What follows belongs to an exercise in optimizing a design on an open flow for small area and a short achievable clock period; a production flow would make more cautious choices.
The RTL was checked by simulation tests, not by an equivalence proof against the original design.
Power and IR drop assume default switching activity.

==> flow/design.v (outline; a module is shown in full before it is edited, if it fits) <==
// module vxe_fma_top: 4293 lines
// module vxe_fa: 10 lines
// module vxe_ha: 9 lines
// module vxe_gpi: 11 lines
// module vxe_gpn: 11 lines
module vxe_fma_top (
  input  wire logic        clk,
  input  wire logic        nrst,
  input  wire logic        i_vld,
  input  wire logic [31:0] i_a,
  input  wire logic [31:0] i_x,
  input  wire logic [31:0] i_b,
  input  wire logic [3:0]  i_tag,
  output      logic        o_vld,
  output      logic [31:0] o_res,
  output      logic        o_ovf,
  output      logic [3:0]  o_tag,
  output      logic        o_busy
);
  // ...
==> flow/flow/run.sh <==
#!/bin/bash
set -euo pipefail
bash standard.sh \
  SETUP_SLACK_MARGIN=6.9 \
  MATCH_CELL_FOOTPRINT=0 \
  "BUFFER_PORTS_ARGS=-buffer_cell sky130_fd_sc_hd__buf_2" \
  finish > flow_make.log 2>&1
==> flow/standard.sh <==
#!/bin/bash
# synth_recipe.tcl (not shown) runs the flow's synth.tcl, then flattens the netlist and writes it again
# the make line also repeats each setting of config.mk as NAME=value (left out here)
make -C /OpenROAD-flow-scripts/flow DESIGN_CONFIG=/design/flow/config.mk WORK_HOME=/design/flow/orfs CLKGATE_MAP_FILE= SYNTH_SCRIPT=/design/flow/synth_recipe.tcl "${@:-finish}"
==> flow/config.mk <==
export PLATFORM = sky130hd
export DESIGN_NAME = vxe_fma_top
export DESIGN_NICKNAME = vxe_fma_top
export VERILOG_FILES = /design/flow/design.v
export SDC_FILE = /design/flow/constraint.sdc
export NUM_CORES = 4
export LEC_CHECK = 0
export CAP_MARGIN = 20
export CORE_MARGIN = 2
export CORE_UTILIZATION = 40
export SLEW_MARGIN = 20
export SYNTH_HIERARCHICAL = 1
export SYNTH_MINIMUM_KEEP_SIZE = 0
==> flow/constraint.sdc <==
create_clock -name core_clock -period 10.0 [get_ports {clk}]
set_input_delay 2.0000 -clock core_clock [delete_from_list [all_inputs] [get_ports {clk}]]
set_output_delay 2.0000 -clock core_clock [all_outputs]
set_load 0.01 [all_outputs]
==> impl_metrics.xml, run 1 <==
<?xml version="1.0" encoding="UTF-8"?>
<metrics>
  <group name="run_status">
    <metric name="outcome" unit="">no timing/DRC/antenna violations</metric>
  </group>
  <group name="worst_hold_path">
    <metric name="hold_path_depth" unit="">0</metric>
    <metric name="hold_crit_path_type" unit="">register to register</metric>
  </group>
  <group name="clock_tree">
    <metric name="post-cts-setup-buffers" unit="">3</metric>
    <metric name="cts-resized-gates" unit="">18</metric>
  </group>
  <group name="place">
    <metric name="dp_hpwl" unit="um">63200</metric>
    <metric name="globalplace.congestion" unit="">0.852</metric>
  </group>
  <group name="timing">
    <metric name="finalMaxSlewViolations" unit="">0</metric>
    <metric name="fin_ws" unit="ns">6.90</metric>
    <metric name="period_minus_slack" unit="ns">3.10</metric>
  </group>
  <group name="cells_and_area">
    <metric name="fillers" unit="">7500</metric>
    <metric name="multi_input_gate_share_of_the_layout_cell_area" unit="%">59.2</metric>
    <metric name="seqCellArea" unit="mm^2">0.00973</metric>
    <metric name="layoutNonFillerInstCount" unit="">4014</metric>
    <metric name="area_dominant_class" unit="">multi-input combinational cells</metric>
  </group>
  <group name="detailed_routing">
    <metric name="detail_route.first_pass.iterations" unit="">9</metric>
    <metric name="maxUsedRoutingLayer" unit="">met5</metric>
    <metric name="finalWirelength" unit="um">97000</metric>
  </group>
  <group name="setup_path">
    <metric name="cpMaxStageDelayCell" unit="">dfrtp_1</metric>
    <metric name="sequence_of_cells_on_the_critical_path" unit="">buf_2</metric>
    <metric name="cp_max_fo" unit="">1</metric>
    <metric name="timing.critical_path.max_delay_family" unit="">flip-flops</metric>
    <metric name="worst_setup_startpoint" unit="">o_busy$_DFF_PN0_</metric>
  </group>
  <group name="power_and_ir_drop">
    <metric name="power.share.switching" unit="%">44.5</metric>
    <metric name="power.sequential.total" unit="mW">3.25</metric>
  </group>
  <group name="floorplanning">
    <metric name="floorplan.initialDensity" unit="%">40.3</metric>
    <metric name="core" unit="mm^2">0.0817</metric>
    <metric name="die-area" unit="mm^2">0.0846</metric>
    <metric name="taps" unit="">1070</metric>
  </group>
  <group name="global_route">
    <metric name="first_global_vias" unit="">24400</metric>
    <metric name="overflow" unit="">0</metric>
    <metric name="groute.layer.met2.usage" unit="%">37.2</metric>
  </group>
</metrics>
==> run 2, diff against run 1 <==
--- a/flow/config.mk
+++ b/flow/config.mk
@@ -9,4 +9,6 @@
 export CORE_MARGIN = 2
 export CORE_UTILIZATION = 40
+export CTS_CLUSTER_DIAMETER = 120
+export CTS_CLUSTER_SIZE = 18
 export SLEW_MARGIN = 20
 export SYNTH_HIERARCHICAL = 1
==> impl_metrics.xml, run 2 <==
<?xml version="1.0" encoding="UTF-8"?>
<metrics>
  <group name="setup_path">
    <metric name="cpMaxStageDelayCell" unit="">dfrtp_1</metric>
    <metric name="sequence_of_cells_on_the_critical_path" unit="">buf_2</metric>
    <metric name="critPathCaptureType" unit="">primary output</metric>
    <metric name="worst-setup-path-type" unit="">register to primary output</metric>
    <metric name="required_time_of_the_critical_path" unit="ns">8.00</metric>
    <metric name="cp_max_fo" unit="">1</metric>
    <metric name="timing.critical_path.max_delay_family" unit="">flip-flops</metric>
    <metric name="crit_arrival" unit="ns">1.13</metric>
    <metric name="startpoint_type" unit="">register</metric>
    <metric name="slowest_delay" unit="ns">0.37</metric>
    <metric name="number_of_buffer_and_inverter_instances_along_the_worst_setup_path" unit="">1</metric>
  </group>
  <group name="place">
    <metric name="port-buffer-count" unit="">141</metric>
    <metric name="globalplace.congestion" unit="">0.852</metric>
    <metric name="dp_hpwl" unit="um">63200</metric>
  </group>
  <group name="detailed_routing">
    <metric name="met1Wirelength" unit="um">39500</metric>
    <metric name="avgViaCountPerCell" unit="">5.67</metric>
    <metric name="drc" unit="">0</metric>
    <metric name="initial_drc_count" unit="">1980</metric>
    <metric name="ant_nets" unit="">0</metric>
    <metric name="finalWirelength" unit="um">96700</metric>
    <metric name="met2_length" unit="um">45600</metric>
    <metric name="detail_route.first_pass.iterations" unit="">6</metric>
    <metric name="maxUsedRoutingLayer" unit="">met5</metric>
    <metric name="routed-wl-met3" unit="um">8110</metric>
    <metric name="route.vias.total" unit="">22400</metric>
    <metric name="wl_per_cell" unit="um">24.5</metric>
  </group>
  <group name="clock_tree">
    <metric name="numCtsBuffers" unit="">31</metric>
    <metric name="cts_htree_levels" unit="">1</metric>
    <metric name="clk_pin_slew_worst_paths" unit="ns">0.08</metric>
    <metric name="clock_tree.root_cell" unit="">clkbuf_16</metric>
    <metric name="cts-root-to-sink-buffers" unit="">3</metric>
    <metric name="clk_latency" unit="ns">0.63</metric>
    <metric name="cts_sinks" unit="">483</metric>
    <metric name="cts_tree" unit="">done</metric>
  </group>
  <group name="cells_and_area">
    <metric name="final_nets" unit="">3561</metric>
    <metric name="final_util" unit="%">43.8</metric>
    <metric name="antenna_cells" unit="">0</metric>
    <metric name="layout_commonest_cell" unit="">xnor2_1</metric>
    <metric name="area_growth" unit="%">8.65</metric>
    <metric name="most_frequent_cells_in_the_layout" unit="">xnor2_1, a22oi_1, fa_1</metric>
    <metric name="layout-drive-gt1-share" unit="%">14.6</metric>
  </group>
  <group name="floorplanning">
    <metric name="core" unit="mm^2">0.0817</metric>
    <metric name="die_h" unit="um">291</metric>
    <metric name="die-area" unit="mm^2">0.0846</metric>
    <metric name="floorplan.initialDensity" unit="%">40.3</metric>
    <metric name="top_level_port_count" unit="">142</metric>
    <metric name="rows" unit="">105</metric>
    <metric name="die_x" unit="um">291</metric>
  </group>
  <group name="worst_hold_path">
    <metric name="hold_crit_path_type" unit="">register to register</metric>
  </group>
  <group name="timing">
    <metric name="finalSetupViolCount" unit="">0</metric>
    <metric name="period_minus_slack" unit="ns">3.13</metric>
    <metric name="fin_setup_tns" unit="ns">0</metric>
    <metric name="hold-worst-slack" unit="ns">0.327</metric>
    <metric name="finalMaxSlewViolations" unit="">0</metric>
    <metric name="timing.slew.headroom" unit="%">50.3</metric>
    <metric name="fmax" unit="MHz">319</metric>
    <metric name="setup_repair_after_global_routing_missed_its_margin" unit="">true</metric>
    <metric name="final.setup_skew" unit="ns">0.0230</metric>
    <metric name="worst_slew_pin_slew" unit="ns">0.745</metric>
    <metric name="period_utilisation_layout" unit="%">31.3</metric>
    <metric name="hold_viol" unit="">0</metric>
  </group>
  <group name="power_and_ir_drop">
    <metric name="design_power_total" unit="mW">14.6</metric>
    <metric name="static-leakage-power" unit="nW">13.8</metric>
    <metric name="power-per-cell-area" unit="mW/mm^2">408</metric>
    <metric name="ir_worst_vdd" unit="mV">0.507</metric>
  </group>
  <group name="global_route">
    <metric name="groute.usage.overall" unit="%">22.6</metric>
    <metric name="first_global_vias" unit="">24200</metric>
    <metric name="maximum_number_of_pins_on_one_net_before_global_route_repair" unit="">35</metric>
    <metric name="overflow" unit="">0</metric>
    <metric name="initial_antenna_violation_count" unit="">3</metric>
    <metric name="wire_length_of_the_first_global_routing_pass" unit="um">148000</metric>
  </group>
  <group name="yosys">
    <metric name="synth_area_per_cell" unit="um^2">11.4</metric>
    <metric name="postSynthCellCount" unit="">2888</metric>
    <metric name="ys_warn_count" unit="">7</metric>
    <metric name="syn-cell-area" unit="mm^2">0.0329</metric>
  </group>
  <group name="run_status">
    <metric name="outcome" unit="">no timing/DRC/antenna violations</metric>
  </group>
  <group name="run">
    <metric name="max_cap_viol_count" unit="">0</metric>
  </group>
</metrics>
-- run 2: cell count changes in the layout (fill, tap and decap cells not counted), sizes merged --
cell,previous run,this run
clkinvlp,6,1
bufinv,3,1
inv,132,129
buf,229,227
clkinv,11,1
clkbuf,74,35
-- run 2: final timing paths --
kind                       slack, ns  cells after the start             start               end
setup reg to reg                6.93                      7  one_q[7]$_DFF_P_   r2_36_3$_DFF_P_
max in group asynchronous       8.69                      1              nrst      v1$_DFF_PN0_
setup / recovery                6.87                      1  o_busy$_DFF_PN0_            o_busy
hold reg to reg                 0.33                      0   r2_58_0$_DFF_P_   r3_58_0$_DFF_P_
min in group asynchronous       1.18                      1              nrst  o_busy$_DFF_PN0_
hold / removal                  0.33                      0   r2_58_0$_DFF_P_   r3_58_0$_DFF_P_
-- run 2: repair_timing --
item / 4_1_cts / 5_1_grt
pin swaps: 3 / 15
resized for setup: 26 / 82
setup buffers: 3 / 3
hold buffers: 0 / 0
endpoints found under the setup margin: 30 / 39
-- run 2: cell type report --
class,instances,area [um^2]
inverter,127,477
clock inverter,5,60.1
timing repair buffer,229,1650
sequential,483,9740
tap,1070,1340
multi-input combinational,2006,21700
clock buffer,33,793
fill,7601,46000
-- run 2: metal layers --
layer  up-vias  track usage (%)
li1       9560                -
met1     11400             30.0
met2      1239             37.3
met3       234             3.56
met4         6             8.26
met5         -                0
-- run 2: power breakdown --
| part | switching, mW | total (mW) | internal, mW |
|---|---|---|---|
| Combinational | 5.63 | 10.1 | 4.45 |
| Clock | 0.668 | 1.26 | 0.587 |
| Sequential | 0.366 | 3.25 | 2.88 |
| Total | 6.66 | 14.6 | 7.92 |
-- run 2: stage by stage --
step | cell area, um^2 | worst slack, ns | cells
after floorplan | 32900 | 6.94 | 2894
after detailed placement | 34400 | 6.57 | 3909
after CTS | 35400 | 6.82 | 3950
final | 35800 | 6.87 | 3953
after global routing | 35800 | 6.82 | 3953
after global placement | 34400 | 6.58 | 3909
==> run 3, diff against run 2 <==
--- a/flow/config.mk
+++ b/flow/config.mk
@@ -9,6 +9,6 @@
 export CORE_MARGIN = 2
 export CORE_UTILIZATION = 40
-export CTS_CLUSTER_DIAMETER = 120
-export CTS_CLUSTER_SIZE = 18
+export CTS_CLUSTER_DIAMETER = 100
+export CTS_CLUSTER_SIZE = 22
 export SLEW_MARGIN = 20
 export SYNTH_HIERARCHICAL = 1
==> impl_metrics.xml, run 3 <==
<?xml version="1.0" encoding="UTF-8"?>
<metrics>
  <group name="run_status">
    <metric name="outcome" unit="">no timing/DRC/antenna violations</metric>
  </group>
  <group name="detailed_routing">
    <metric name="finalWirelength" unit="um">96600</metric>
    <metric name="ant_nets" unit="">0</metric>
    <metric name="route.vias.total" unit="">22300</metric>
    <metric name="detail_route.first_pass.iterations" unit="">6</metric>
    <metric name="initial_drc_count" unit="">2016</metric>
    <metric name="avgViaCountPerCell" unit="">5.62</metric>
    <metric name="drc" unit="">0</metric>
    <metric name="wl_per_cell" unit="um">24.4</metric>
  </group>
  <group name="global_route">
    <metric name="maximum_number_of_pins_on_one_net_before_global_route_repair" unit="">35</metric>
    <metric name="wire_length_of_the_first_global_routing_pass" unit="um">148000</metric>
    <metric name="initial_antenna_violation_count" unit="">2</metric>
    <metric name="overflow" unit="">0</metric>
    <metric name="first_global_vias" unit="">24200</metric>
    <metric name="groute.usage.overall" unit="%">22.7</metric>
  </group>
  <group name="clock_tree">
    <metric name="clk_pin_slew_worst_paths" unit="ns">0.09</metric>
    <metric name="numCtsBuffers" unit="">34</metric>
    <metric name="clock_tree.root_cell" unit="">clkbuf_16</metric>
    <metric name="clk_latency" unit="ns">0.59</metric>
    <metric name="cts_sinks" unit="">483</metric>
    <metric name="cts_tree" unit="">done</metric>
    <metric name="cts_htree_levels" unit="">2</metric>
    <metric name="cts-root-to-sink-buffers" unit="">3</metric>
    <metric name="cts-hold-fix-buffers" unit="">0</metric>
  </group>
  <group name="timing">
    <metric name="final.setup_skew" unit="ns">0.0374</metric>
    <metric name="hold_viol" unit="">0</metric>
    <metric name="period_utilisation_layout" unit="%">30.9</metric>
    <metric name="fmax" unit="MHz">323</metric>
    <metric name="finalSetupViolCount" unit="">0</metric>
    <metric name="timing.slew.headroom" unit="%">50.7</metric>
    <metric name="setup_repair_after_global_routing_missed_its_margin" unit="">true</metric>
    <metric name="fin_setup_tns" unit="ns">0</metric>
    <metric name="hold-worst-slack" unit="ns">0.329</metric>
    <metric name="worst_slew_pin_slew" unit="ns">0.740</metric>
    <metric name="finalMaxSlewViolations" unit="">0</metric>
    <metric name="period_minus_slack" unit="ns">3.09</metric>
  </group>
  <group name="setup_path">
    <metric name="r2r_start" unit="">one_q[10]$_DFF_P_</metric>
    <metric name="worst_r2r_path_depth" unit="">7</metric>
    <metric name="timing.critical_path.max_delay_family" unit="">flip-flops</metric>
    <metric name="worst-setup-path-type" unit="">register to primary output</metric>
    <metric name="cpMaxStageDelayCell" unit="">dfrtp_1</metric>
    <metric name="number_of_buffer_and_inverter_instances_along_the_worst_setup_path" unit="">1</metric>
    <metric name="crit_arrival" unit="ns">1.09</metric>
    <metric name="path_depth" unit="">1</metric>
    <metric name="worst_setup_startpoint" unit="">o_busy$_DFF_PN0_</metric>
    <metric name="slowest_delay" unit="ns">0.38</metric>
    <metric name="required_time_of_the_critical_path" unit="ns">8.00</metric>
    <metric name="critPathCaptureType" unit="">primary output</metric>
    <metric name="regToRegSetupSlack" unit="ns">6.94</metric>
    <metric name="startpoint_type" unit="">register</metric>
    <metric name="cp_max_fo" unit="">1</metric>
    <metric name="r2r-end" unit="">r2_36_3$_DFF_P_</metric>
    <metric name="sequence_of_cells_on_the_critical_path" unit="">buf_2</metric>
  </group>
  <group name="power_and_ir_drop">
    <metric name="clockPowerShare" unit="%">10.0</metric>
    <metric name="cell_internal_pwr" unit="mW">8.02</metric>
    <metric name="design_power_total" unit="mW">14.8</metric>
    <metric name="part_of_the_total_power_dissipated_in_combinational_logic" unit="%">68.1</metric>
    <metric name="ir_worst_vdd" unit="mV">0.502</metric>
    <metric name="power.share.switching" unit="%">45.8</metric>
    <metric name="p_sw" unit="mW">6.76</metric>
    <metric name="power.sequential.fraction" unit="%">21.9</metric>
    <metric name="power-per-cell-area" unit="mW/mm^2">411</metric>
    <metric name="static-leakage-power" unit="nW">13.9</metric>
  </group>
  <group name="cells_and_area">
    <metric name="most_frequent_cells_in_the_layout" unit="">xnor2_1, a22oi_1, dfxtp_1</metric>
    <metric name="antenna_cells" unit="">0</metric>
    <metric name="area_growth" unit="%">9.26</metric>
    <metric name="layout_commonest_cell" unit="">xnor2_1</metric>
    <metric name="layout-drive-gt1-share" unit="%">14.7</metric>
    <metric name="final_util" unit="%">44.0</metric>
    <metric name="fillers" unit="">7573</metric>
    <metric name="final_nets" unit="">3564</metric>
  </group>
  <group name="worst_hold_path">
    <metric name="hold_crit_path_type" unit="">register to register</metric>
    <metric name="hold_path_depth" unit="">0</metric>
    <metric name="worst_hold_startpoint" unit="">slo_q[5]$_DFF_P_</metric>
    <metric name="hold-path-endpoint" unit="">sum4[5]$_DFF_P_</metric>
  </group>
  <group name="floorplanning">
    <metric name="core" unit="mm^2">0.0817</metric>
    <metric name="die-area" unit="mm^2">0.0846</metric>
    <metric name="die_h" unit="um">291</metric>
    <metric name="die_x" unit="um">291</metric>
    <metric name="top_level_port_count" unit="">142</metric>
    <metric name="rows" unit="">105</metric>
    <metric name="floorplan.initialDensity" unit="%">40.3</metric>
  </group>
  <group name="yosys">
    <metric name="syn-cell-area" unit="mm^2">0.0329</metric>
    <metric name="postSynthCellCount" unit="">2888</metric>
    <metric name="synth_area_per_cell" unit="um^2">11.4</metric>
    <metric name="ys_warn_count" unit="">7</metric>
  </group>
  <group name="place">
    <metric name="port-buffer-count" unit="">141</metric>
    <metric name="globalplace.congestion" unit="">0.852</metric>
    <metric name="dp_hpwl" unit="um">63200</metric>
  </group>
  <group name="run">
    <metric name="max_cap_viol_count" unit="">0</metric>
  </group>
</metrics>
-- run 3: cell count changes in the layout (fill, tap and decap cells not counted), sizes merged --
cell | before | now
inv | 129 | 137
clkbuf | 35 | 39
clkinv | 1 | 3
-- run 3: power groups by stage --
stage	clock (mW)	combinational, mW	sequential [mW]
3_5_place_dp	0	9.32	3.29
6_report	1.47	10.1	3.24
3_3_place_gp	0	9.04	3.27
4_1_cts	1.52	9.79	3.25
2_1_floorplan	0	6.83	3.23
5_1_grt	1.59	11.2	3.33
-- run 3: worst register-to-register path: stages (launching register included) --
cell and delay (ns):
dfxtp_1 0.31, buf_4 0.44, a22oi_1 0.17, xnor2_1 0.19, fa_1 0.49, fa_1 0.42, fa_1 0.53, fa_1 0.41
-- run 3: layout make-up --
type / instances / area (um^2) / share of cell area [%]
Sequential cell: 483 / 9730 / 27.1
Clock inverter: 15 / 210 / 0.585
Tap cell: 1070 / 1340 / 3.72
Clock buffer: 37 / 893 / 2.48
Multi-Input combinational cell: 2006 / 21700 / 60.4
Timing Repair Buffer: 229 / 1600 / 4.46
Inverter: 127 / 477 / 1.33
-- run 3: what timing repair did --
item                       CTS  global route
pin swaps                    3            16
hold endpoints to repair     0             0
setup endpoints to repair   23            27
gates resized for setup     19            76
setup buffers                3             3
-- run 3: routing by layer --
| metal | track usage [%] | vias up | part of all wire, % |
|---|---|---|---|
| li1 | - | 9583 | - |
| met1 | 30.0 | 11300 | 41 |
| met2 | 37.3 | 1183 | 47 |
| met3 | 4.07 | 210 | 7.9 |
| met4 | 8.56 | 4 | 3.3 |
| met5 | 0 | - | 0.024 |
-- run 3: worst max-delay path by stage --
stage,slack (ns),end
6_report,6.91,o_busy
5_1_grt,6.85,slo_q[17]$_DFF_P_
4_1_cts,6.87,o_busy
3_5_place_dp,6.57,slo_q[17]$_DFF_P_
3_3_place_gp,6.58,slo_q[17]$_DFF_P_
2_1_floorplan,6.94,slo_q[17]$_DFF_P_
-- run 3: metrics by stage --
| stage | setup slack, ns | std cells | cell area (um^2) |
|---|---|---|---|
| finish | 6.91 | 3967 | 36000 |
| global route | 6.85 | 3967 | 36000 |
| CTS | 6.87 | 3964 | 35700 |
| detailed placement | 6.57 | 3909 | 34400 |
| global placement | 6.58 | 3909 | 34400 |
| floorplan | 6.94 | 2894 | 32900 |
==> run 4, diff against run 3 <==
==> flow/flow/run.sh (replaced) <==
#!/bin/bash
set -euo pipefail
bash standard.sh \
  SETUP_SLACK_MARGIN=6.9 \
  MATCH_CELL_FOOTPRINT=0 \
  "BUFFER_PORTS_ARGS=-buffer_cell sky130_fd_sc_hd__buf_1" \
  finish > flow_make.log 2>&1
--- a/flow/config.mk
+++ b/flow/config.mk
@@ -8,5 +8,5 @@
 export CAP_MARGIN = 20
 export CORE_MARGIN = 2
-export CORE_UTILIZATION = 40
+export CORE_UTILIZATION = 50
 export CTS_CLUSTER_DIAMETER = 100
 export CTS_CLUSTER_SIZE = 22
==> impl_metrics.xml, run 4 <==
<?xml version="1.0" encoding="UTF-8"?>
<metrics>
  <group name="global_route">
    <metric name="groute.layer.met2.usage" unit="%">45.5</metric>
    <metric name="overflow" unit="">0</metric>
    <metric name="groute.usage.overall" unit="%">28.4</metric>
    <metric name="initial_antenna_violation_count" unit="">1</metric>
    <metric name="first_global_vias" unit="">24200</metric>
    <metric name="maximum_number_of_pins_on_one_net_before_global_route_repair" unit="">35</metric>
    <metric name="grt_most_used_layer" unit="">met2</metric>
    <metric name="grt_use_met3" unit="%">6.07</metric>
    <metric name="grt_use_met1" unit="%">38.4</metric>
    <metric name="wire_length_of_the_first_global_routing_pass" unit="um">147000</metric>
  </group>
  <group name="clock_tree">
    <metric name="cts_htree_levels" unit="">1</metric>
    <metric name="clk_pin_slew_worst_paths" unit="ns">0.08</metric>
    <metric name="cts_tree" unit="">done</metric>
    <metric name="clock_tree.root_cell" unit="">clkbuf_16</metric>
    <metric name="cts-hold-fix-buffers" unit="">0</metric>
    <metric name="numCtsBuffers" unit="">29</metric>
    <metric name="clk_latency" unit="ns">0.64</metric>
    <metric name="cts-root-to-sink-buffers" unit="">3</metric>
    <metric name="cts_sinks" unit="">483</metric>
  </group>
  <group name="setup_path">
    <metric name="required_time_of_the_critical_path" unit="ns">8.00</metric>
    <metric name="crit_arrival" unit="ns">1.12</metric>
    <metric name="critPathCaptureType" unit="">primary output</metric>
    <metric name="sequence_of_cells_on_the_critical_path" unit="">clkbuf_2</metric>
    <metric name="timing.critical_path.max_delay_family" unit="">flip-flops</metric>
    <metric name="number_of_buffer_and_inverter_instances_along_the_worst_setup_path" unit="">1</metric>
    <metric name="worst-setup-path-type" unit="">register to primary output</metric>
    <metric name="cp_max_fo" unit="">1</metric>
    <metric name="startpoint_type" unit="">register</metric>
    <metric name="cpMaxStageDelayCell" unit="">dfrtp_1</metric>
    <metric name="slowest_delay" unit="ns">0.37</metric>
  </group>
  <group name="place">
    <metric name="dp_hpwl" unit="um">61400</metric>
    <metric name="globalplace.congestion" unit="">0.862</metric>
    <metric name="port-buffer-count" unit="">141</metric>
    <metric name="place_worst_setup_slack" unit="ns">6.61</metric>
  </group>
  <group name="floorplanning">
    <metric name="die_x" unit="um">261</metric>
    <metric name="rows" unit="">94</metric>
    <metric name="core" unit="mm^2">0.0655</metric>
    <metric name="die_h" unit="um">261</metric>
    <metric name="top_level_port_count" unit="">142</metric>
    <metric name="die-area" unit="mm^2">0.0679</metric>
    <metric name="floorplan.initialDensity" unit="%">50.2</metric>
  </group>
  <group name="timing">
    <metric name="period_utilisation_layout" unit="%">31.2</metric>
    <metric name="finalMaxSlewViolations" unit="">0</metric>
    <metric name="setup_repair_after_global_routing_missed_its_margin" unit="">true</metric>
    <metric name="period_minus_slack" unit="ns">3.12</metric>
    <metric name="fin_setup_tns" unit="ns">0</metric>
    <metric name="hold_viol" unit="">0</metric>
    <metric name="final.setup_skew" unit="ns">0.0479</metric>
    <metric name="fmax" unit="MHz">320</metric>
    <metric name="finalSetupViolCount" unit="">0</metric>
    <metric name="worst_slew_pin_slew" unit="ns">0.819</metric>
    <metric name="fin_ws" unit="ns">6.88</metric>
    <metric name="timing.slew.headroom" unit="%">45.4</metric>
  </group>
  <group name="power_and_ir_drop">
    <metric name="power.sequential.fraction" unit="%">22.5</metric>
    <metric name="part_of_the_total_power_dissipated_in_combinational_logic" unit="%">69.0</metric>
    <metric name="power-per-cell-area" unit="mW/mm^2">409</metric>
    <metric name="static-leakage-power" unit="nW">13.5</metric>
    <metric name="p_sw" unit="mW">6.68</metric>
    <metric name="cell_internal_pwr" unit="mW">7.78</metric>
    <metric name="ir_worst_vdd" unit="mV">0.357</metric>
    <metric name="clockPowerShare" unit="%">8.6</metric>
    <metric name="power.share.switching" unit="%">46.2</metric>
  </group>
  <group name="cells_and_area">
    <metric name="most_frequent_cells_in_the_layout" unit="">xnor2_1, a22oi_1, fa_1</metric>
    <metric name="layout-drive-gt1-share" unit="%">11.0</metric>
    <metric name="antenna_cells" unit="">0</metric>
    <metric name="layout_commonest_cell" unit="">xnor2_1</metric>
    <metric name="final_nets" unit="">3557</metric>
    <metric name="area_growth" unit="%">7.44</metric>
  </group>
  <group name="worst_hold_path">
    <metric name="hold_crit_path_type" unit="">register to register</metric>
  </group>
  <group name="detailed_routing">
    <metric name="initial_drc_count" unit="">2571</metric>
    <metric name="wl_per_cell" unit="um">25.6</metric>
    <metric name="finalWirelength" unit="um">95800</metric>
    <metric name="ant_nets" unit="">0</metric>
    <metric name="drc" unit="">0</metric>
    <metric name="detail_route.first_pass.iterations" unit="">6</metric>
    <metric name="avgViaCountPerCell" unit="">5.98</metric>
    <metric name="route.vias.total" unit="">22400</metric>
  </group>
  <group name="yosys">
    <metric name="synth_area_per_cell" unit="um^2">11.4</metric>
    <metric name="syn-cell-area" unit="mm^2">0.0329</metric>
    <metric name="ys_warn_count" unit="">7</metric>
    <metric name="postSynthCellCount" unit="">2888</metric>
  </group>
  <group name="run">
    <metric name="max_cap_viol_count" unit="">0</metric>
  </group>
  <group name="run_status">
    <metric name="outcome" unit="">no timing/DRC/antenna violations</metric>
  </group>
</metrics>
[run 4: cell types whose count changed in the layout (fill, tap and decap cells not counted), sizes merged]
cell and delta:
inv -4, clkbuf +12, buf -20, clkinvlp -1, bufinv -1, clkinv +1
[run 4: layout make-up]
class	count	area, um^2
Timing Repair Buffer	227	1530
Multi-Input combinational cell	2006	21700
Clock buffer	31	733
Sequential cell	483	9740
Fill cell	5612	30200
Clock inverter	10	115
Tap cell	864	1080
Inverter	127	477
[run 4: timing repair]
item | 4_1_cts | 5_1_grt
gates resized for setup | 83 | 94
pin swaps | 2 | 11
hold endpoints to repair | 0 | 0
setup buffers | 2 | 1
endpoints found under the setup margin | 55 | 52
[run 4: per-stage QoR]
stage / instance area (um^2) / std cells / total power, mW / utilization (%) / hold WS, ns
6_report: 35400 / 3748 / 14.5 / 54.0 / 0.328
2_1_floorplan: 32900 / 2894 / 10.1 / - / 0.310
4_1_cts: 35100 / 3747 / 14.3 / 53.5 / 0.329
3_3_place_gp: 34000 / 3704 / 12.3 / 51.9 / 0.310
3_5_place_dp: 34000 / 3704 / 12.6 / 51.9 / 0.312
5_1_grt: 35400 / 3748 / 15.8 / 54.0 / 0.337
[run 4: worst paths after layout]
path	from	endpoint	slack, ns	depth (start not counted)
setup reg to reg	a_q[10]$_DFF_P_	r2_13_1$_DFF_P_	6.92	7
hold reg to reg	r2_61_0$_DFF_P_	r3_61_0$_DFF_P_	0.33	0
min in group asynchronous	nrst	o_vld$_DFF_PN0_	1.21	1
max in group asynchronous	nrst	v3$_DFF_PN0_	8.56	1
setup / recovery	o_vld$_DFF_PN0_	o_vld	6.88	1
hold / removal	r2_61_0$_DFF_P_	r3_61_0$_DFF_P_	0.33	0
[run 4: metal layers]
layer / vias up / routed length [um] / part of all wire [%]
met5: - / 0 / 0
met4: 0 / 3240 / 3.4
met3: 243 / 9270 / 9.7
met2: 1234 / 44400 / 46
met1: 11400 / 39000 / 41
li1: 9554 / - / -
[run 4: power by group through the flow]
stage	combinational, mW	clock (mW)	sequential [mW]
detailed placement	9.34	0	3.29
global route	11.1	1.35	3.33
finish	9.97	1.24	3.25
global placement	9.07	0	3.27
floorplan	6.83	0	3.23
CTS	9.73	1.29	3.25
==> run 5, diff against run 4 <==
==> flow/flow/run.sh (replaced) <==
#!/bin/bash
set -euo pipefail
bash standard.sh \
  SETUP_SLACK_MARGIN=6.95 \
  MATCH_CELL_FOOTPRINT=0 \
  "BUFFER_PORTS_ARGS=-buffer_cell sky130_fd_sc_hd__buf_1" \
  finish > flow_make.log 2>&1
==> impl_metrics.xml, run 5 <==
<?xml version="1.0" encoding="UTF-8"?>
<metrics>
  <group name="run_status">
    <metric name="outcome" unit="">no timing/DRC/antenna violations</metric>
  </group>
  <group name="cells_and_area">
    <metric name="layout-drive-gt1-share" unit="%">12.0</metric>
    <metric name="finalInstanceArea" unit="mm^2">0.0358</metric>
    <metric name="area_growth" unit="%">8.82</metric>
    <metric name="layout_commonest_cell" unit="">xnor2_1</metric>
    <metric name="layoutNonFillerInstCount" unit="">3762</metric>
    <metric name="final_nets" unit="">3565</metric>
    <metric name="most_frequent_cells_in_the_layout" unit="">xnor2_1, a22oi_1, fa_1</metric>
  </group>
  <group name="detailed_routing">
    <metric name="drc" unit="">0</metric>
    <metric name="route.vias.total" unit="">22500</metric>
    <metric name="finalWirelength" unit="um">97500</metric>
    <metric name="detail_route.first_pass.iterations" unit="">7</metric>
    <metric name="ant_nets" unit="">0</metric>
    <metric name="avgViaCountPerCell" unit="">5.99</metric>
    <metric name="wl_per_cell" unit="um">25.9</metric>
    <metric name="initial_drc_count" unit="">2297</metric>
  </group>
  <group name="timing">
    <metric name="period_minus_slack" unit="ns">3.13</metric>
    <metric name="fin_ws" unit="ns">6.87</metric>
    <metric name="period_utilisation_layout" unit="%">31.3</metric>
    <metric name="fmax" unit="MHz">319</metric>
    <metric name="setup_repair_after_global_routing_missed_its_margin" unit="">true</metric>
    <metric name="worst_slew_pin_slew" unit="ns">0.811</metric>
    <metric name="hold-worst-slack" unit="ns">0.328</metric>
    <metric name="finalSetupViolCount" unit="">0</metric>
    <metric name="final.setup_skew" unit="ns">0.0430</metric>
    <metric name="hold_viol" unit="">0</metric>
    <metric name="fin_setup_tns" unit="ns">0</metric>
    <metric name="finalMaxSlewViolations" unit="">0</metric>
    <metric name="timing.slew.headroom" unit="%">45.9</metric>
  </group>
  <group name="setup_path">
    <metric name="timing.critical_path.max_delay_family" unit="">flip-flops</metric>
    <metric name="number_of_buffer_and_inverter_instances_along_the_worst_setup_path" unit="">1</metric>
    <metric name="critPathCaptureType" unit="">primary output</metric>
    <metric name="sequence_of_cells_on_the_critical_path" unit="">buf_6</metric>
    <metric name="required_time_of_the_critical_path" unit="ns">8.00</metric>
    <metric name="cp_max_fo" unit="">1</metric>
    <metric name="startpoint_type" unit="">register</metric>
    <metric name="crit_arrival" unit="ns">1.13</metric>
    <metric name="cpMaxStageDelayCell" unit="">dfrtp_1</metric>
    <metric name="worst-setup-path-type" unit="">register to primary output</metric>
    <metric name="slowest_delay" unit="ns">0.38</metric>
  </group>
  <group name="place">
    <metric name="dp_hpwl" unit="um">61100</metric>
    <metric name="port-buffer-count" unit="">141</metric>
    <metric name="place_worst_setup_slack" unit="ns">6.62</metric>
    <metric name="globalplace.congestion" unit="">0.890</metric>
    <metric name="dpl_cell_area" unit="mm^2">0.0340</metric>
    <metric name="place.detailed.instances" unit="">3703</metric>
  </group>
  <group name="yosys">
    <metric name="postSynthCellCount" unit="">2888</metric>
    <metric name="synth_area_per_cell" unit="um^2">11.4</metric>
    <metric name="ys_warn_count" unit="">7</metric>
    <metric name="syn-cell-area" unit="mm^2">0.0329</metric>
  </group>
  <group name="clock_tree">
    <metric name="clock_tree.root_cell" unit="">clkbuf_16</metric>
    <metric name="numCtsBuffers" unit="">30</metric>
    <metric name="clk_pin_slew_worst_paths" unit="ns">0.09</metric>
    <metric name="cts_sinks" unit="">483</metric>
    <metric name="cts_htree_levels" unit="">1</metric>
    <metric name="cts_tree" unit="">done</metric>
    <metric name="clk_latency" unit="ns">0.64</metric>
    <metric name="cts-root-to-sink-buffers" unit="">3</metric>
  </group>
  <group name="global_route">
    <metric name="groute.usage.overall" unit="%">28.8</metric>
    <metric name="wire_length_of_the_first_global_routing_pass" unit="um">147000</metric>
    <metric name="initial_antenna_violation_count" unit="">0</metric>
    <metric name="first_global_vias" unit="">24000</metric>
    <metric name="overflow" unit="">0</metric>
    <metric name="maximum_number_of_pins_on_one_net_before_global_route_repair" unit="">35</metric>
  </group>
  <group name="worst_hold_path">
    <metric name="hold_crit_path_type" unit="">register to register</metric>
  </group>
  <group name="power_and_ir_drop">
    <metric name="static-leakage-power" unit="nW">13.6</metric>
    <metric name="power-per-cell-area" unit="mW/mm^2">421</metric>
    <metric name="ir_worst_vdd" unit="mV">0.389</metric>
  </group>
  <group name="floorplanning">
    <metric name="core" unit="mm^2">0.0655</metric>
    <metric name="rows" unit="">94</metric>
    <metric name="die_x" unit="um">261</metric>
    <metric name="floorplan.initialDensity" unit="%">50.2</metric>
    <metric name="die-area" unit="mm^2">0.0679</metric>
    <metric name="top_level_port_count" unit="">142</metric>
    <metric name="die_h" unit="um">261</metric>
  </group>
  <group name="run">
    <metric name="max_cap_viol_count" unit="">0</metric>
  </group>
</metrics>
run 5: changes by cell type in the layout (fill, tap and decap cells not counted), sizes merged:
cell / delta
inv: -1
clkbuf: -3
clkinv: +1
clkinvlp: +1
buf: +13
diode: +3
run 5: per-stage QoR:
| step | power [mW] | utilization, % |
|---|---|---|
| global placement | 12.3 | 51.9 |
| detailed placement | 12.6 | 51.9 |
| floorplan | 10.1 | - |
| global route | 16.3 | 54.7 |
| CTS | 14.6 | 53.9 |
| finish | 15.1 | 54.7 |
run 5: final timing paths:
kind | start | to | slack (ns) | depth (start not counted)
setup reg to reg | r2_29_2$_DFF_P_ | slo_q[17]$_DFF_P_ | 6.96 | 12
hold / removal | slo_q[7]$_DFF_P_ | sum4[7]$_DFF_P_ | 0.33 | 0
setup / recovery | o_busy$_DFF_PN0_ | o_busy | 6.87 | 1
min in group asynchronous | nrst | v4$_DFF_PN0_ | 1.21 | 1
hold reg to reg | slo_q[7]$_DFF_P_ | sum4[7]$_DFF_P_ | 0.33 | 0
max in group asynchronous | nrst | v1$_DFF_PN0_ | 8.56 | 1
run 5: layer usage:
metal | global-route usage, % | vias up | wire, um
li1 | - | 9592 | -
met1 | 38.7 | 11400 | 39300
met2 | 46.4 | 1326 | 45600
met4 | 9.81 | 0 | 3280
met3 | 5.80 | 244 | 9330
met5 | 0 | - | 0
run 5: timing repair:
action | 4_1_cts | 5_1_grt
gates resized for setup | 152 | 132
pin swaps | 13 | 16
gates cloned | 0 | 1
setup endpoints to repair | 62 | 63
setup buffers | 2 | 8
hold buffers | 0 | 0
run 5: final cells by class:
| cell class | instances | area [um^2] |
|---|---|---|
| inverters | 127 | 477 |
| diodes | 3 | 7.51 |
| multi-input cells | 2006 | 21800 |
| well taps | 864 | 1080 |
| fillers | 5605 | 29700 |
| clock buffers | 34 | 776 |
| clock inverters | 11 | 146 |
| repair buffers | 234 | 1790 |
| flip-flops and latches | 483 | 9750 |
run 5: power by group:
| part | leakage [nW] | switching [mW] | total, mW | internal (mW) |
|---|---|---|---|---|
| logic | 9.10 | 5.82 | 10.5 | 4.69 |
| clock network | 0.444 | 0.714 | 1.29 | 0.575 |
| registers | 4.09 | 0.375 | 3.26 | 2.88 |
| total | 13.6 | 6.91 | 15.1 | 8.15 |
==> run 6, diff against run 5 <==
==> flow/flow/run.sh (replaced) <==
#!/bin/bash
set -euo pipefail
bash standard.sh \
  SETUP_SLACK_MARGIN=6.85 \
  MATCH_CELL_FOOTPRINT=0 \
  "BUFFER_PORTS_ARGS=-buffer_cell sky130_fd_sc_hd__buf_1" \
  finish > flow_make.log 2>&1
--- a/flow/config.mk
+++ b/flow/config.mk
@@ -9,6 +9,6 @@
 export CORE_MARGIN = 2
 export CORE_UTILIZATION = 50
-export CTS_CLUSTER_DIAMETER = 100
-export CTS_CLUSTER_SIZE = 22
+export CTS_CLUSTER_DIAMETER = 120
+export CTS_CLUSTER_SIZE = 18
 export SLEW_MARGIN = 20
 export SYNTH_HIERARCHICAL = 1
==> impl_metrics.xml, run 6 <==
<?xml version="1.0" encoding="UTF-8"?>
<metrics>
  <group name="run_status">
    <metric name="outcome" unit="">no timing/DRC/antenna violations</metric>
  </group>
  <group name="cells_and_area">
    <metric name="finalInstanceArea" unit="mm^2">0.0351</metric>
    <metric name="layout-drive-gt1-share" unit="%">9.58</metric>
    <metric name="layoutNonFillerInstCount" unit="">3744</metric>
    <metric name="area_growth" unit="%">6.74</metric>
    <metric name="seqCellArea" unit="mm^2">0.00972</metric>
    <metric name="final_nets" unit="">3559</metric>
    <metric name="layout_commonest_cell" unit="">xnor2_1</metric>
    <metric name="fillers" unit="">5641</metric>
    <metric name="total_area_of_multi_input_combinational_cells" unit="mm^2">0.0217</metric>
    <metric name="antenna_cells" unit="">0</metric>
    <metric name="most_frequent_cells_in_the_layout" unit="">xnor2_1, a22oi_1, dfxtp_1</metric>
  </group>
  <group name="setup_path">
    <metric name="required_time_of_the_critical_path" unit="ns">10.52</metric>
    <metric name="regToRegSetupSlack" unit="ns">6.88</metric>
    <metric name="critPathCaptureType" unit="">register</metric>
    <metric name="crit_arrival" unit="ns">3.64</metric>
    <metric name="worst_r2r_path_depth" unit="">7</metric>
    <metric name="r2r_start" unit="">a_q[17]$_DFF_P_</metric>
    <metric name="r2r-end" unit="">r2_36_3$_DFF_P_</metric>
    <metric name="cp_max_fo" unit="">32</metric>
    <metric name="worst-setup-path-type" unit="">register to register</metric>
    <metric name="startpoint_type" unit="">register</metric>
  </group>
  <group name="clock_tree">
    <metric name="cts_tree" unit="">done</metric>
    <metric name="clock_tree.root_cell" unit="">clkbuf_16</metric>
    <metric name="clk_latency" unit="ns">0.64</metric>
    <metric name="clk_pin_slew_worst_paths" unit="ns">0.09</metric>
    <metric name="cts-hold-fix-buffers" unit="">0</metric>
    <metric name="cts_htree_levels" unit="">1</metric>
    <metric name="cts-root-to-sink-buffers" unit="">3</metric>
    <metric name="cts_sinks" unit="">483</metric>
    <metric name="numCtsBuffers" unit="">31</metric>
  </group>
  <group name="place">
    <metric name="place_worst_setup_slack" unit="ns">6.61</metric>
    <metric name="dpl_cell_area" unit="mm^2">0.0340</metric>
    <metric name="dp_hpwl" unit="um">61400</metric>
    <metric name="globalplace.congestion" unit="">0.862</metric>
    <metric name="port-buffer-count" unit="">141</metric>
    <metric name="place.detailed.instances" unit="">3704</metric>
  </group>
  <group name="timing">
    <metric name="fin_setup_tns" unit="ns">0</metric>
    <metric name="fin_ws" unit="ns">6.88</metric>
    <metric name="hold_viol" unit="">0</metric>
    <metric name="period_utilisation_layout" unit="%">31.2</metric>
    <metric name="setup_repair_after_global_routing_missed_its_margin" unit="">true</metric>
    <metric name="fmax" unit="MHz">321</metric>
    <metric name="worst_slew_pin_slew" unit="ns">0.806</metric>
    <metric name="final.setup_skew" unit="ns">0.0211</metric>
    <metric name="finalMaxSlewViolations" unit="">0</metric>
    <metric name="period_minus_slack" unit="ns">3.12</metric>
    <metric name="timing.slew.headroom" unit="%">46.3</metric>
    <metric name="finalSetupViolCount" unit="">0</metric>
  </group>
  <group name="worst_hold_path">
    <metric name="hold_crit_path_type" unit="">register to register</metric>
    <metric name="worst_hold_startpoint" unit="">tag4[2]$_DFF_P_</metric>
    <metric name="hold_path_depth" unit="">0</metric>
    <metric name="hold-path-endpoint" unit="">o_tag[2]$_DFF_P_</metric>
  </group>
  <group name="floorplanning">
    <metric name="die_x" unit="um">261</metric>
    <metric name="rows" unit="">94</metric>
    <metric name="floorplan.initialDensity" unit="%">50.2</metric>
    <metric name="core" unit="mm^2">0.0655</metric>
    <metric name="top_level_port_count" unit="">142</metric>
    <metric name="die_h" unit="um">261</metric>
    <metric name="die-area" unit="mm^2">0.0679</metric>
  </group>
  <group name="detailed_routing">
    <metric name="detail_route.first_pass.iterations" unit="">6</metric>
    <metric name="route.vias.total" unit="">22500</metric>
    <metric name="initial_drc_count" unit="">2317</metric>
    <metric name="drc" unit="">0</metric>
    <metric name="ant_nets" unit="">0</metric>
    <metric name="wl_per_cell" unit="um">25.7</metric>
    <metric name="finalWirelength" unit="um">96300</metric>
    <metric name="avgViaCountPerCell" unit="">6.01</metric>
  </group>
  <group name="yosys">
    <metric name="synth_area_per_cell" unit="um^2">11.4</metric>
    <metric name="postSynthCellCount" unit="">2888</metric>
    <metric name="ys_warn_count" unit="">7</metric>
    <metric name="syn-cell-area" unit="mm^2">0.0329</metric>
  </group>
  <group name="run">
    <metric name="max_cap_viol_count" unit="">0</metric>
  </group>
  <group name="global_route">
    <metric name="wire_length_of_the_first_global_routing_pass" unit="um">147000</metric>
    <metric name="overflow" unit="">0</metric>
    <metric name="initial_antenna_violation_count" unit="">1</metric>
    <metric name="groute.usage.overall" unit="%">28.5</metric>
    <metric name="maximum_number_of_pins_on_one_net_before_global_route_repair" unit="">35</metric>
    <metric name="first_global_vias" unit="">24200</metric>
  </group>
  <group name="power_and_ir_drop">
    <metric name="static-leakage-power" unit="nW">13.4</metric>
    <metric name="design_power_total" unit="mW">14.4</metric>
    <metric name="ir_worst_vdd" unit="mV">0.353</metric>
    <metric name="power-per-cell-area" unit="mW/mm^2">409</metric>
  </group>
</metrics>
## run 6: routing by layer
layer,vias up,global-route usage (%),wire length [um]
met3,285,5.88,9640
met2,1335,45.8,44200
met4,2,10.1,3740
met1,11300,38.4,38600
met5,-,0,31
li1,9559,-,-
## run 6: worst max-delay path: stages (launching register included)
cell	delay, ns
dfxtp_1	0.32
buf_4	0.41
a22oi_1	0.18
xnor2_1	0.18
fa_1	0.51
fa_1	0.44
fa_1	0.51
fa_1	0.41
## run 6: how the worst max path moves through the flow
| stage | startpoint | end | slack, ns | depth (start not counted) |
|---|---|---|---|---|
| floorplan | r2_28_0$_DFF_P_ | slo_q[17]$_DFF_P_ | 6.94 | 12 |
| global placement | r2_17_0$_DFF_P_ | slo_q[17]$_DFF_P_ | 6.68 | 11 |
| detailed placement | r2_17_0$_DFF_P_ | slo_q[17]$_DFF_P_ | 6.61 | 11 |
| CTS | r2_28_0$_DFF_P_ | slo_q[17]$_DFF_P_ | 6.84 | 12 |
| global route | r2_30_2$_DFF_P_ | slo_q[17]$_DFF_P_ | 6.76 | 12 |
| finish | a_q[17]$_DFF_P_ | r2_36_3$_DFF_P_ | 6.88 | 7 |
## run 6: where the power goes
group | switching [mW] | total (mW) | internal (mW)
registers | 0.364 | 3.24 | 2.88
clock network | 0.668 | 1.22 | 0.554
logic | 5.60 | 9.91 | 4.31
total | 6.63 | 14.4 | 7.75
## run 6: cell type report
type                       instances  share of cell area, %
clock buffer                      32                   2.22
clock inverter                     5                  0.110
inverter                         127                   1.36
multi-input combinational       2006                   61.7
sequential                       483                   27.7
tap                              864                   3.08
timing repair buffer             227                   3.88
## run 6: per-stage QoR
stage / util, % / hold WS (ns)
5_1_grt: 53.6 / 0.332
4_1_cts: 53.3 / 0.327
6_report: 53.6 / 0.327
3_3_place_gp: 51.9 / 0.310
3_5_place_dp: 51.9 / 0.312
2_1_floorplan: - / 0.310
## run 6: repair_timing
item                                    4_1_cts  5_1_grt
pin swaps                                     2        8
endpoints found under the setup margin       14       28
setup buffers                                 2        1
gates resized for setup                      14       63
==> run 7, diff against run 6 <==
==> flow/flow/run.sh (replaced) <==
#!/bin/bash
set -euo pipefail
bash standard.sh \
  SETUP_SLACK_MARGIN=6.9 \
  MATCH_CELL_FOOTPRINT=0 \
  "BUFFER_PORTS_ARGS=-buffer_cell sky130_fd_sc_hd__buf_1" \
  finish > flow_make.log 2>&1
==> impl_metrics.xml, run 7 <==
<?xml version="1.0" encoding="UTF-8"?>
<metrics>
  <group name="run_status">
    <metric name="outcome" unit="">no timing/DRC/antenna violations</metric>
  </group>
  <group name="floorplanning">
    <metric name="top_level_port_count" unit="">142</metric>
    <metric name="rows" unit="">94</metric>
    <metric name="die_h" unit="um">261</metric>
    <metric name="core" unit="mm^2">0.0655</metric>
    <metric name="die-area" unit="mm^2">0.0679</metric>
    <metric name="floorplan.initialDensity" unit="%">50.2</metric>
    <metric name="die_x" unit="um">261</metric>
  </group>
  <group name="detailed_routing">
    <metric name="drc" unit="">0</metric>
    <metric name="avgViaCountPerCell" unit="">5.99</metric>
    <metric name="initial_drc_count" unit="">2266</metric>
    <metric name="wl_per_cell" unit="um">25.7</metric>
    <metric name="ant_nets" unit="">0</metric>
    <metric name="finalWirelength" unit="um">96400</metric>
    <metric name="route.vias.total" unit="">22400</metric>
    <metric name="detail_route.first_pass.iterations" unit="">6</metric>
  </group>
  <group name="cells_and_area">
    <metric name="final_nets" unit="">3559</metric>
    <metric name="area_growth" unit="%">7.34</metric>
    <metric name="layout_commonest_cell" unit="">xnor2_1</metric>
    <metric name="layout-drive-gt1-share" unit="%">10.9</metric>
    <metric name="finalInstanceArea" unit="mm^2">0.0353</metric>
    <metric name="antenna_cells" unit="">0</metric>
    <metric name="most_frequent_cells_in_the_layout" unit="">xnor2_1, a22oi_1, fa_1</metric>
  </group>
  <group name="clock_tree">
    <metric name="cts_htree_levels" unit="">1</metric>
    <metric name="clk_pin_slew_worst_paths" unit="ns">0.08</metric>
    <metric name="clk_latency" unit="ns">0.64</metric>
    <metric name="clock_tree.root_cell" unit="">clkbuf_16</metric>
    <metric name="cts_tree" unit="">done</metric>
    <metric name="numCtsBuffers" unit="">31</metric>
    <metric name="cts-root-to-sink-buffers" unit="">3</metric>
    <metric name="cts_sinks" unit="">483</metric>
  </group>
  <group name="global_route">
    <metric name="groute.usage.overall" unit="%">28.5</metric>
    <metric name="maximum_number_of_pins_on_one_net_before_global_route_repair" unit="">35</metric>
    <metric name="first_global_vias" unit="">24300</metric>
    <metric name="wire_length_of_the_first_global_routing_pass" unit="um">147000</metric>
    <metric name="overflow" unit="">0</metric>
    <metric name="initial_antenna_violation_count" unit="">1</metric>
  </group>
  <group name="timing">
    <metric name="hold_viol" unit="">0</metric>
    <metric name="finalMaxSlewViolations" unit="">0</metric>
    <metric name="finalSetupViolCount" unit="">0</metric>
    <metric name="fmax" unit="MHz">322</metric>
    <metric name="fin_setup_tns" unit="ns">0</metric>
    <metric name="period_minus_slack" unit="ns">3.10</metric>
    <metric name="timing.slew.headroom" unit="%">45.5</metric>
    <metric name="worst_slew_pin_slew" unit="ns">0.818</metric>
    <metric name="final.setup_skew" unit="ns">0.0204</metric>
    <metric name="period_utilisation_layout" unit="%">31.0</metric>
    <metric name="setup_repair_after_global_routing_missed_its_margin" unit="">true</metric>
  </group>
  <group name="setup_path">
    <metric name="crit_arrival" unit="ns">1.10</metric>
    <metric name="slowest_delay" unit="ns">0.36</metric>
    <metric name="startpoint_type" unit="">register</metric>
    <metric name="worst-setup-path-type" unit="">register to primary output</metric>
    <metric name="required_time_of_the_critical_path" unit="ns">8.00</metric>
    <metric name="cpMaxStageDelayCell" unit="">dfrtp_1</metric>
    <metric name="sequence_of_cells_on_the_critical_path" unit="">clkbuf_2</metric>
    <metric name="worst_setup_startpoint" unit="">o_vld$_DFF_PN0_</metric>
    <metric name="number_of_buffer_and_inverter_instances_along_the_worst_setup_path" unit="">1</metric>
    <metric name="timing.critical_path.max_delay_family" unit="">flip-flops</metric>
    <metric name="critPathCaptureType" unit="">primary output</metric>
    <metric name="r2r_start" unit="">r2_32_0$_DFF_P_</metric>
    <metric name="cp_max_fo" unit="">1</metric>
  </group>
  <group name="place">
    <metric name="globalplace.congestion" unit="">0.862</metric>
    <metric name="dp_hpwl" unit="um">61400</metric>
    <metric name="port-buffer-count" unit="">141</metric>
    <metric name="dpl_cell_area" unit="mm^2">0.0340</metric>
  </group>
  <group name="yosys">
    <metric name="ys_warn_count" unit="">7</metric>
    <metric name="postSynthCellCount" unit="">2888</metric>
    <metric name="synth_area_per_cell" unit="um^2">11.4</metric>
    <metric name="syn-cell-area" unit="mm^2">0.0329</metric>
  </group>
  <group name="power_and_ir_drop">
    <metric name="ir_worst_vdd" unit="mV">0.342</metric>
    <metric name="design_power_total" unit="mW">14.5</metric>
    <metric name="static-leakage-power" unit="nW">13.5</metric>
    <metric name="power-per-cell-area" unit="mW/mm^2">410</metric>
  </group>
  <group name="run">
    <metric name="max_cap_viol_count" unit="">0</metric>
  </group>
  <group name="worst_hold_path">
    <metric name="worst_hold_startpoint" unit="">tag4[2]$_DFF_P_</metric>
    <metric name="hold_crit_path_type" unit="">register to register</metric>
  </group>
</metrics>
## run 7: worst reg2reg max path, delay by kind of cell, from the launching register on
kind	cells	cell delay (ns)
compound gates	2	0.24
fa+ha+maj	5	2.23
flops	1	0.35
xor+xnor	1	0.13
## run 7: cell type report
type / instances / area, um^2
Clock buffer: 32 / 779
Clock inverter: 5 / 38.8
Fill cell: 5617 / 30200
Inverter: 127 / 477
Multi-Input combinational cell: 2006 / 21700
Sequential cell: 483 / 9740
Tap cell: 864 / 1080
Timing Repair Buffer: 227 / 1530
## run 7: power breakdown
group / internal, mW / switching (mW)
registers: 2.88 / 0.367
logic: 4.35 / 5.66
clock network: 0.554 / 0.670
## run 7: path summary, 6_finish.rpt
path	end	slack [ns]	cells past startpoint
max in group asynchronous	o_vld$_DFF_PN0_	8.54	1
worst min-delay path	o_tag[2]$_DFF_P_	0.32	0
worst min register to register	o_tag[2]$_DFF_P_	0.32	0
min in group asynchronous	v3$_DFF_PN0_	1.23	1
worst max register to register	slo_q[19]$_DFF_P_	6.92	8
worst max-delay path	o_vld	6.90	1
## run 7: stage by stage
stage | util (%) | cells | hold slack [ns] | worst slack [ns]
finish | 53.9 | 3744 | 0.323 | 6.90
global route | 53.9 | 3744 | 0.325 | 6.77
CTS | 53.5 | 3743 | 0.324 | 6.85
detailed placement | 51.9 | 3704 | 0.312 | 6.61
global placement | 51.9 | 3704 | 0.310 | 6.68
floorplan | - | 2894 | 0.310 | 6.94
## run 7: what timing repair did
action | in CTS | in global routing
setup endpoints to repair | 55 | 49
gates cloned | 0 | 0
hold buffers | 0 | 0
hold endpoints to repair | 0 | 0
buffers inserted | 2 | 1
pin swaps | 2 | 8
gates resized for setup | 89 | 87
## run 7: per-layer routing
| metal | vias up | track usage, % | wire, um |
|---|---|---|---|
| met4 | 0 | 10.1 | 3500 |
| met1 | 11300 | 38.3 | 38900 |
| met2 | 1249 | 45.9 | 44700 |
| li1 | 9557 | - | - |
| met5 | - | 0 | 0 |
| met3 | 276 | 6.03 | 9290 |

re-timing with driven ports:
The flow's constraints put no driver on any port. The routed layouts listed below were extracted and timed again, unchanged, in two steps. Step 1, drivers: a clkbuf_16 drives clk and a buf_2 each remaining input, both assumed. Step 2 adds t to the input delays and takes it off the output delays; t is the mean of the earliest and latest rising clock arrival at the registers after step 1. Input paths then give back, and output paths get back, about the clock's delay inside the block. Three values: ideal, step 1, step 2; two values: the first two.
run | t (ns) | setup slack, ns | cell pins on the clock port's net
run 1 | 0.668 | 6.898 / 6.837 / 6.955 | 1
run 2 | 0.688 | 6.867 / 6.802 / 6.931 | 1
run 3 | 0.632 | 6.908 / 6.846 / 6.941 | 1
run 4 | 0.688 | 6.878 / 6.809 / 6.920 | 1
run 5 | 0.690 | 6.866 / 6.798 / 6.960 | 1
run 6 | 0.697 | 6.881 / 6.828 / 6.881 | 1
run 7 | 0.698 | 6.897 / 6.826 / 6.921 | 1
After both steps every run listed still meets setup and hold.
